This is an optimization exercise on Yosys and OpenROAD, whose aim is small area, a short achievable clock period and few clock cycles per item, not a production implementation.

==> 04-28: inputs <==
==> flow/design.v <==
package edma_pkg;
	localparam int ECHO_W          = 16;
	localparam int DIST_W          = 19;
	localparam int CFG_W           = 5;
	localparam int MAX_SAMPLES_DEF = 16;
	localparam int DIST_MUL_W = 11;
	localparam int PROD_W     = ECHO_W + DIST_MUL_W;
	localparam logic [DIST_MUL_W-1:0] DIST_MUL = DIST_MUL_W'(1114);
	localparam int DIST_SHIFT = 8;
endpackage
module echo_distance_moving_average #(
	parameter int MAX_SAMPLES = edma_pkg::MAX_SAMPLES_DEF
) (
	input  logic                       clk,
	input  logic                       arst_n,
	input  logic                       echo_valid,
	output logic                       echo_ready,
	input  logic [edma_pkg::ECHO_W-1:0] echo_us,
	output logic                       result_valid,
	input  logic                       result_ready,
	output logic [edma_pkg::DIST_W-1:0] result_distance_q8,
	output logic                       result_valid_res,
	input  logic                       cfg_wr_en,
	input  logic [edma_pkg::CFG_W-1:0] cfg_wr_data
);
	localparam int EW  = edma_pkg::ECHO_W;
	localparam int DW  = edma_pkg::DIST_W;
	localparam int TW  = DW + 4;       
	localparam int NS  = 16;           
	localparam int NST = 10;           
	logic adv_q;
	logic rdy_q;                
	logic          v0_q;
	logic [EW-1:0] us0_q;
	logic [EW+2:0] a0_q;        
	always_ff @(posedge clk or negedge arst_n) begin
		if (!arst_n) v0_q <= 1'b0;
		else if (adv_q) v0_q <= echo_valid && rdy_q;
	end
	always_ff @(posedge clk) begin
		if (adv_q) begin
			us0_q <= echo_us;
			a0_q  <= {echo_us, 2'd0} + {3'd0, echo_us};
		end
	end
	logic          vm_q, zm_q;
	logic [EW-1:0] usm_q;
	logic [EW+7:0] b_q;         
	logic          v1_q, z1_q;
	logic [DW-1:0] d1_q;
	logic [EW+10:0] prod;
	assign prod = {usm_q, 10'd0} + {3'd0, b_q};
	always_ff @(posedge clk or negedge arst_n) begin
		if (!arst_n) begin
			vm_q <= 1'b0;
			v1_q <= 1'b0;
		end else if (adv_q) begin
			vm_q <= v0_q;
			v1_q <= vm_q;
		end
	end
	always_ff @(posedge clk) begin
		if (adv_q) begin
			usm_q <= us0_q;
			b_q   <= {1'b0, a0_q, 4'd0} + {4'd0, a0_q, 1'b0};
			zm_q  <= (us0_q == '0);
			d1_q  <= prod[EW+10:8];
			z1_q  <= zm_q;
		end
	end
	logic [4:0]    win_q;       
	logic [4:0]    fill_q;      
	logic          full_q;      
	logic [5:0]    fill3_q;     
	logic [5:0]    fill3_nx;
	logic [DW-1:0] ring [NS];
	logic [DW-1:0] oldest;
	logic          v2_q, z2_q;
	logic [DW:0]   delta2_q;    
	logic [NS-1:0] ins;         
	logic [4:0]    n2_q;
	logic [5:0]    n32_q;       
	logic          push;
	logic [4:0]    fill_nx;
	logic [4:0]    cfg_w;
	always_comb begin
		cfg_w = cfg_wr_data;
		if (cfg_wr_data == '0) cfg_w = 5'd1;
		else if (cfg_wr_data > 5'd16) cfg_w = 5'd16;
	end
	assign push    = adv_q && v1_q && !z1_q;
	assign fill_nx  = full_q ? fill_q : fill_q + 5'd1;
	assign fill3_nx = full_q ? fill3_q : fill3_q + 6'd3;
	assign oldest  = ring[NS-1];
	always_comb begin
		for (int i = 0; i < NS; i++) ins[i] = (5'(i) == 5'(16) - win_q);
	end
	always_ff @(posedge clk) begin
		if (push) begin
			ring[0] <= d1_q;
			for (int i = 1; i < NS; i++) ring[i] <= ins[i] ? d1_q : ring[i-1];
		end
	end
	always_ff @(posedge clk or negedge arst_n) begin
		if (!arst_n) begin
			win_q  <= 5'd1;
			fill_q  <= '0;
			fill3_q <= '0;
			full_q  <= 1'b0;
			v2_q    <= 1'b0;
		end else begin
			if (adv_q) v2_q <= v1_q;
			if (cfg_wr_en) begin
				win_q  <= cfg_w;
				fill_q  <= '0;
				fill3_q <= '0;
				full_q  <= 1'b0;
			end else if (adv_q && v1_q) begin
				if (z1_q) begin
					fill_q  <= '0;
					fill3_q <= '0;
					full_q  <= 1'b0;
				end else begin
					fill_q  <= fill_nx;
					fill3_q <= fill3_nx;
					full_q  <= fill_nx == win_q;
				end
			end
		end
	end
	always_ff @(posedge clk) begin
		if (adv_q) begin
			z2_q   <= z1_q;
			delta2_q <= {1'b0, d1_q} - {1'b0, full_q ? oldest : '0};
			n2_q   <= z1_q ? 5'd1 : fill_nx;
			n32_q  <= z1_q ? 6'd3 : fill3_nx;
		end
	end
	logic          v3_q, z3_q;
	logic [TW-1:0] total_q;
	logic [4:0]    n3_q;
	logic [5:0]    n33_q;
	always_ff @(posedge clk or negedge arst_n) begin
		if (!arst_n) begin
			total_q <= '0;
			v3_q    <= 1'b0;
		end else begin
			if (adv_q) v3_q <= v2_q;
			if (cfg_wr_en) begin
				total_q <= '0;
			end else if (adv_q && v2_q) begin
				total_q <= z2_q ? '0 : total_q + {{(TW-DW-1){delta2_q[DW]}}, delta2_q};
			end
		end
	end
	always_ff @(posedge clk) begin
		if (adv_q) begin
			z3_q  <= z2_q;
			n3_q  <= n2_q;
			n33_q <= n32_q;
		end
	end
	function automatic logic [3+DW:0] div_r4(input logic [3:0] r, input logic [DW-1:0] dvd,
	                                         input logic [4:0] n, input logic [5:0] n3);
		logic [5:0] x;
		logic [6:0] d1, d2, d3;
		logic       g1, g2, g3;
		logic [3:0] ro;
		x  = {r, dvd[DW-1 -: 2]};
		d1 = {1'b0, x} - {2'b0, n};
		d2 = {1'b0, x} - {1'b0, n, 1'b0};
		d3 = {1'b0, x} - {1'b0, n3};
		g1 = !d1[6];
		g2 = !d2[6];
		g3 = !d3[6];
		ro = g3 ? d3[3:0] : g2 ? d2[3:0] : g1 ? d1[3:0] : x[3:0];
		div_r4 = {ro, dvd[DW-3:0], g2, g3 | (g1 & !g2)};
	endfunction
	function automatic logic [3+DW:0] div_r2(input logic [3:0] r, input logic [DW-1:0] dvd,
	                                         input logic [4:0] n);
		logic [4:0] t;
		logic [5:0] d;
		t = {r, dvd[DW-1]};
		d = {1'b0, t} - {1'b0, n};
		div_r2 = d[5] ? {t[3:0], dvd[DW-2:0], 1'b0} : {d[3:0], dvd[DW-2:0], 1'b1};
	endfunction
	logic [3:0]    rem_q [NST-1];
	logic [DW-1:0] dvd_q [NST-1];
	logic [4:0]    nd_q  [NST-1];
	logic [5:0]    n3d_q [NST-1];
	logic          vd_q  [NST-1];
	logic          zd_q  [NST-1];
	logic [3+DW:0] dres  [NST];
	always_comb begin
		dres[0] = div_r4(total_q[TW-1:DW], total_q[DW-1:0], n3_q, n33_q);
		for (int k = 1; k < NST - 1; k++)
			dres[k] = div_r4(rem_q[k-1], dvd_q[k-1], nd_q[k-1], n3d_q[k-1]);
		dres[NST-1] = div_r2(rem_q[NST-2], dvd_q[NST-2], nd_q[NST-2]);
	end
	always_ff @(posedge clk or negedge arst_n) begin
		if (!arst_n) begin
			for (int k = 0; k < NST - 1; k++) vd_q[k] <= 1'b0;
		end else if (adv_q) begin
			vd_q[0] <= v3_q;
			for (int k = 1; k < NST - 1; k++) vd_q[k] <= vd_q[k-1];
		end
	end
	always_ff @(posedge clk) begin
		if (adv_q) begin
			{rem_q[0], dvd_q[0]} <= dres[0];
			nd_q[0]  <= n3_q;
			n3d_q[0] <= n33_q;
			zd_q[0]  <= z3_q;
			for (int k = 1; k < NST - 1; k++) begin
				{rem_q[k], dvd_q[k]} <= dres[k];
				nd_q[k]  <= nd_q[k-1];
				n3d_q[k] <= n3d_q[k-1];
				zd_q[k]  <= zd_q[k-1];
			end
		end
	end
	logic          xv;
	logic [DW-1:0] xd;
	logic          xr;
	assign xv = vd_q[NST-2];
	assign xd = dres[NST-1][DW-1:0];
	assign xr = !zd_q[NST-2];
	logic          ov_q, sv_q;
	logic [DW-1:0] od_q, sd_q;
	logic          or_q, sr_q;
	logic take, inc;
	logic ov_nx, sv_nx;
	assign take = ov_q && result_ready;
	assign inc  = adv_q && xv;
	always_comb begin
		ov_nx = ov_q;
		sv_nx = sv_q;
		if (take) begin
			if (sv_q) begin
				ov_nx = 1'b1;
				sv_nx = inc;
			end else begin
				ov_nx = inc;
				sv_nx = 1'b0;
			end
		end else if (inc) begin
			if (ov_q) sv_nx = 1'b1;
			else      ov_nx = 1'b1;
		end
	end
	always_ff @(posedge clk or negedge arst_n) begin
		if (!arst_n) begin
			ov_q  <= 1'b0;
			sv_q  <= 1'b0;
			adv_q <= 1'b1;
			rdy_q <= 1'b0;
		end else begin
			ov_q  <= ov_nx;
			sv_q  <= sv_nx;
			adv_q <= !(ov_nx && sv_nx);
			rdy_q <= !(ov_nx && sv_nx);
		end
	end
	always_ff @(posedge clk) begin
		if (take) begin
			if (sv_q) begin
				od_q <= sd_q;
				or_q <= sr_q;
			end else begin
				od_q <= xd;
				or_q <= xr;
			end
			sd_q <= xd;
			sr_q <= xr;
		end else if (ov_q) begin
			if (!sv_q) begin
				sd_q <= xd;
				sr_q <= xr;
			end
		end else begin
			od_q <= xd;
			or_q <= xr;
		end
	end
	assign echo_ready         = rdy_q;
	assign result_valid       = ov_q;
	assign result_distance_q8 = od_q;
	assign result_valid_res   = or_q;
endmodule
==> flow/run.sh <==
#!/bin/bash
# synth_recipe.tcl (not shown) runs the flow's synth.tcl, then flattens the netlist and writes it again
# the make line also repeats each setting of config.mk as NAME=value (left out here)
make -C /OpenROAD-flow-scripts/flow DESIGN_CONFIG=/design/flow/config.mk WORK_HOME=/design/flow/orfs CLKGATE_MAP_FILE= SYNTH_SCRIPT=/design/flow/synth_recipe.tcl finish
==> flow/config.mk <==
export PLATFORM = sky130hd
export DESIGN_NAME = echo_distance_moving_average
export DESIGN_NICKNAME = echo_distance_moving_average
export VERILOG_FILES = /design/flow/design.v
export SDC_FILE = /design/flow/constraint.sdc
export NUM_CORES = 4
export LEC_CHECK = 0
export CAP_MARGIN = 20
export CORE_MARGIN = 2
export CORE_UTILIZATION = 55
export CTS_CLUSTER_DIAMETER = 80
export CTS_CLUSTER_SIZE = 20
export SETUP_SLACK_MARGIN = 2.85
export SLEW_MARGIN = 20
==> flow/constraint.sdc <==
create_clock -name core_clock -period 5.5 [get_ports {clk}]
set_input_delay 1.1000 -clock core_clock [delete_from_list [all_inputs] [get_ports {clk}]]
set_output_delay 1.1000 -clock core_clock [all_outputs]
set_load 0.01 [all_outputs]
==> 12-20: changes against 04-28 <==
==> flow/design.v (replaced) <==
package edma_pkg;
	localparam int ECHO_W          = 16;
	localparam int DIST_W          = 19;
	localparam int CFG_W           = 5;
	localparam int MAX_SAMPLES_DEF = 16;
	localparam int DIST_MUL_W = 11;
	localparam int PROD_W     = ECHO_W + DIST_MUL_W;
	localparam logic [DIST_MUL_W-1:0] DIST_MUL = DIST_MUL_W'(1114);
	localparam int DIST_SHIFT = 8;
endpackage
module echo_distance_moving_average #(
	parameter int MAX_SAMPLES = edma_pkg::MAX_SAMPLES_DEF
) (
	input  logic                       clk,
	input  logic                       arst_n,
	input  logic                       echo_valid,
	output logic                       echo_ready,
	input  logic [edma_pkg::ECHO_W-1:0] echo_us,
	output logic                       result_valid,
	input  logic                       result_ready,
	output logic [edma_pkg::DIST_W-1:0] result_distance_q8,
	output logic                       result_valid_res,
	input  logic                       cfg_wr_en,
	input  logic [edma_pkg::CFG_W-1:0] cfg_wr_data
);
	localparam int EW   = edma_pkg::ECHO_W;
	localparam int DW   = edma_pkg::DIST_W;
	localparam int TW   = DW + 4;       
	localparam int NS   = 16;           
	logic          adv_q;
	logic          ov_q, sv_q;
	logic [DW-1:0] od_q, sd_q;
	logic          or_q, sr_q;
	logic          v0_q;
	logic [EW-1:0] us0_q;
	always_ff @(posedge clk or negedge arst_n) begin
		if (!arst_n) v0_q <= 1'b0;
		else if (adv_q) v0_q <= echo_valid;
	end
	always_ff @(posedge clk) begin
		if (adv_q) us0_q <= echo_us;
	end
	logic          v1_q, z1_q;
	logic [DW-1:0] d1_q;
	logic [EW+10:0] prod;
	assign prod = ({11'd0, us0_q} << 10) + ({11'd0, us0_q} << 6) + ({11'd0, us0_q} << 4)
	            + ({11'd0, us0_q} << 3) + ({11'd0, us0_q} << 1);
	always_ff @(posedge clk or negedge arst_n) begin
		if (!arst_n) v1_q <= 1'b0;
		else if (adv_q) v1_q <= v0_q;
	end
	always_ff @(posedge clk) begin
		if (adv_q) begin
			d1_q <= prod[EW+10:8];
			z1_q <= (us0_q == '0);
		end
	end
	logic [4:0]    win_q;       
	logic [4:0]    fill_q;      
	logic          full_q;      
	logic [DW-1:0] ring [NS];
	logic [NS-1:0] ins;         
	logic          v2_q, z2_q;
	logic [DW:0]   delta2_q;    
	logic [4:0]    n2_q;
	logic          push;
	logic [4:0]    fill_nx;
	logic [4:0]    cfg_w;
	always_comb begin
		cfg_w = cfg_wr_data;
		if (cfg_wr_data == '0) cfg_w = 5'd1;
		else if (cfg_wr_data > 5'd16) cfg_w = 5'd16;
	end
	always_comb begin
		for (int i = 0; i < NS; i++) ins[i] = (5'(i) == 5'(16) - win_q);
	end
	assign push    = adv_q && v1_q && !z1_q;
	assign fill_nx = full_q ? fill_q : fill_q + 5'd1;
	always_ff @(posedge clk) begin
		if (push) begin
			for (int i = 0; i < NS; i++) begin
				if (ins[i]) ring[i] <= d1_q;
				else if (i > 0) ring[i] <= ring[(i > 0) ? i - 1 : 0];
			end
		end
	end
	always_ff @(posedge clk or negedge arst_n) begin
		if (!arst_n) begin
			win_q  <= 5'd1;
			fill_q <= '0;
			full_q <= 1'b0;
			v2_q   <= 1'b0;
		end else begin
			if (adv_q) v2_q <= v1_q;
			if (cfg_wr_en) begin
				win_q  <= cfg_w;
				fill_q <= '0;
				full_q <= 1'b0;
			end else if (adv_q && v1_q) begin
				if (z1_q) begin
					fill_q <= '0;
					full_q <= 1'b0;
				end else begin
					fill_q <= fill_nx;
					full_q <= fill_nx == win_q;
				end
			end
		end
	end
	always_ff @(posedge clk) begin
		if (adv_q) begin
			z2_q     <= z1_q;
			delta2_q <= {1'b0, d1_q} - {1'b0, full_q ? ring[NS-1] : '0};
			n2_q     <= z1_q ? 5'd1 : fill_nx;
		end
	end
	logic          v3_q, z3_q;
	logic [TW-1:0] total_q;
	logic [4:0]    n3_q;
	always_ff @(posedge clk or negedge arst_n) begin
		if (!arst_n) begin
			total_q <= '0;
			v3_q    <= 1'b0;
		end else begin
			if (adv_q) v3_q <= v2_q;
			if (cfg_wr_en) begin
				total_q <= '0;
			end else if (adv_q && v2_q) begin
				total_q <= z2_q ? '0 : total_q + {{(TW-DW-1){delta2_q[DW]}}, delta2_q};
			end
		end
	end
	always_ff @(posedge clk) begin
		if (adv_q) begin
			z3_q <= z2_q;
			n3_q <= n2_q;
		end
	end
	localparam int NST = 5;
	function automatic int bps(input int k);
		bps = (k == NST - 1) ? DW - 4 * (NST - 1) : 4;
	endfunction
	logic [3:0]    rem_q [NST];
	logic [DW-1:0] dvd_q [NST];
	logic [4:0]    nd_q  [NST];
	logic          vd_q  [NST];
	logic          zd_q  [NST];
	function automatic logic [3+DW:0] div_steps(input logic [3:0] rem, input logic [DW-1:0] dvd,
	                                             input logic [4:0] n, input int steps);
		logic [4:0] trial;
		logic [3:0] r;
		logic [DW-1:0] x;
		r = rem;
		x = dvd;
		for (int s = 0; s < steps; s++) begin
			trial = {r, x[DW-1]};
			if (trial >= n) begin
				r = 4'(trial - n);
				x = {x[DW-2:0], 1'b1};
			end else begin
				r = trial[3:0];
				x = {x[DW-2:0], 1'b0};
			end
		end
		div_steps = {r, x};
	endfunction
	logic [3+DW:0] dstep [NST];
	always_comb begin
		dstep[0] = div_steps(total_q[TW-1:DW], total_q[DW-1:0], n3_q, bps(0));
		for (int k = 1; k < NST; k++)
			dstep[k] = div_steps(rem_q[k-1], dvd_q[k-1], nd_q[k-1], bps(k));
	end
	always_ff @(posedge clk or negedge arst_n) begin
		if (!arst_n) begin
			for (int k = 0; k < NST - 1; k++) vd_q[k] <= 1'b0;
		end else if (adv_q) begin
			vd_q[0] <= v3_q;
			for (int k = 1; k < NST - 1; k++) vd_q[k] <= vd_q[k-1];
		end
	end
	always_ff @(posedge clk) begin
		if (adv_q) begin
			{rem_q[0], dvd_q[0]} <= dstep[0];
			nd_q[0] <= n3_q;
			zd_q[0] <= z3_q;
			for (int k = 1; k < NST - 1; k++) begin
				{rem_q[k], dvd_q[k]} <= dstep[k];
				nd_q[k] <= nd_q[k-1];
				zd_q[k] <= zd_q[k-1];
			end
		end
	end
	logic          xv;
	logic [DW-1:0] xd;
	logic          xr;
	assign xv = vd_q[NST-2];
	assign xd = dstep[NST-1][DW-1:0];
	assign xr = !zd_q[NST-2];
	logic take, inc;
	logic ov_nx, sv_nx;
	assign take = ov_q && result_ready;
	assign inc  = adv_q && xv;
	always_comb begin
		ov_nx = ov_q;
		sv_nx = sv_q;
		if (take) begin
			if (sv_q) begin
				ov_nx = 1'b1;
				sv_nx = inc;
			end else begin
				ov_nx = inc;
				sv_nx = 1'b0;
			end
		end else if (inc) begin
			if (ov_q) sv_nx = 1'b1;
			else      ov_nx = 1'b1;
		end
	end
	always_ff @(posedge clk or negedge arst_n) begin
		if (!arst_n) begin
			ov_q  <= 1'b0;
			sv_q  <= 1'b0;
			adv_q <= 1'b1;
		end else begin
			ov_q  <= ov_nx;
			sv_q  <= sv_nx;
			adv_q <= !(ov_nx && sv_nx);
		end
	end
	always_ff @(posedge clk) begin
		if (take) begin
			if (sv_q) begin
				od_q <= sd_q;
				or_q <= sr_q;
			end else begin
				od_q <= xd;
				or_q <= xr;
			end
			sd_q <= xd;
			sr_q <= xr;
		end else if (ov_q) begin
			if (!sv_q) begin
				sd_q <= xd;
				sr_q <= xr;
			end
		end else begin
			od_q <= xd;
			or_q <= xr;
		end
	end
	assign echo_ready         = adv_q;
	assign result_valid       = ov_q;
	assign result_distance_q8 = od_q;
	assign result_valid_res   = or_q;
endmodule
ABC_CLOCK_PERIOD_IN_PS = 2500   (was default)
CORE_UTILIZATION = 40   (was 55)
CTS_CLUSTER_DIAMETER = default   (was 80)
CTS_CLUSTER_SIZE = default   (was 20)
SETUP_SLACK_MARGIN = 2.8   (was 2.85)
==> 03-25: changes against 04-28 <==
--- a/flow/design.v
+++ b/flow/design.v
@@ -131,7 +131,7 @@
 	always_ff @(posedge clk) begin
 		if (adv_q) begin
 			z2_q   <= z1_q;
-			delta2_q <= {1'b0, d1_q} - {1'b0, full_q ? oldest : '0};
+			delta2_q <= full_q ? {1'b0, d1_q} - {1'b0, oldest} : {1'b0, d1_q};
 			n2_q   <= z1_q ? 5'd1 : fill_nx;
 			n32_q  <= z1_q ? 6'd3 : fill3_nx;
 		end
SETUP_SLACK_MARGIN = 3.0   (was 2.85)
==> notes <==
- 04-28 completed without violations. 03-25 ran to the end with no violations. 12-20 completed, yet does not pass: negative setup slack.
- Global-route usage, lowest first: 12-20, 04-28, 03-25.
- In 03-25 the flip-flop and latch count is higher than in 12-20, by 268.
- Between 04-28 and 12-20, the lower first-iteration DRC count is in 12-20 (gap about 28%, measured against 12-20).
- The highest utilization belongs to 04-28, the lowest to 12-20.
- Setup slack, highest first: 03-25, 04-28, 12-20.
- Between 04-28 and 12-20, the lower cell count is in 12-20 (gap 13%, measured against 12-20).
==> figures <==
metric                                                               03-25                    04-28                     12-20
Run status                                         complete, no violations  complete, no violations  finished with violations
Reasons for failing layout checks                                        -                        -      negative setup slack
Area used by multi-input combinational logic                   14,300 um^2              14,000 um^2               13,000 um^2
Hold depth                                                               -                        0                         0
Detail-routed via count per cell                                      5.57                     5.48                      5.11
Net count after synthesis                                            2,998                    2,965                     2,290
Chip Width                                                          273 um                   271 um                    274 um
Reg-to-reg startpoint                                              d1_q[0]              delta2_q[0]              dvd_q[2][18]
Actual transition at the worst max-transition pin                   981 ps                  1080 ps                    969 ps
Final sequential cell count                                            841                      841                       573
Post-CTS Setup Repair Bufs                                              31                       44                       102
CP Data Arrival Time                                               2980 ps                  3330 ps                   6140 ps
Sequential standard cell area                                  25,000 um^2              25,000 um^2               17,000 um^2
Sequential share of the synthesized area                             62.9%                    63.7%                     58.1%
Die area                                                       74,300 um^2              73,500 um^2               75,300 um^2
Aggregate negative setup slack                                        0 ps                     0 ps                  -4070 ps
Endpoint of the most critical setup path                          a0_q[16]               total_q[6]               rem_q[3][1]
Post-placement worst setup slack                                   1680 ps                  1710 ps                   -507 ps
No functional check of the RTL was part of any run of this note.

==> re-timing with driven ports <==
Ports are ideal in the flow. The routed layouts listed here were re-timed in OpenROAD.
Step 1: set_driving_cell puts a clkbuf_16 on clk and a buf_2 on each other input, an assumption about the parent block.
Step 2, shift: input delay + t, output delay - t, t = (earliest + latest rising clock arrival at the registers) / 2. This alone moves slack from input paths to output paths.
Three values: no drivers, after step 1, after step 2; two values: the first two.
run | t (ns) | setup slack, ns | latest minus earliest clock arrival (ns) | slew at the worst register clock pin (ns)
04-28 | 0.673 | 2.674 / 2.674 / 2.272 | 0.027 / 0.026 | 0.09 / 0.09
12-20 | 0.667 | -0.299 / -0.299 / -0.299 | 0.049 / 0.049 | 0.06 / 0.06
03-25 | 0.665 | 2.881 / 2.894 / 2.230 | 0.023 / 0.023 | 0.09 / 0.09
For 03-25, which loses most, drivers alone change the setup slack by +0.013 ns; drivers and shift together by -0.651 ns.
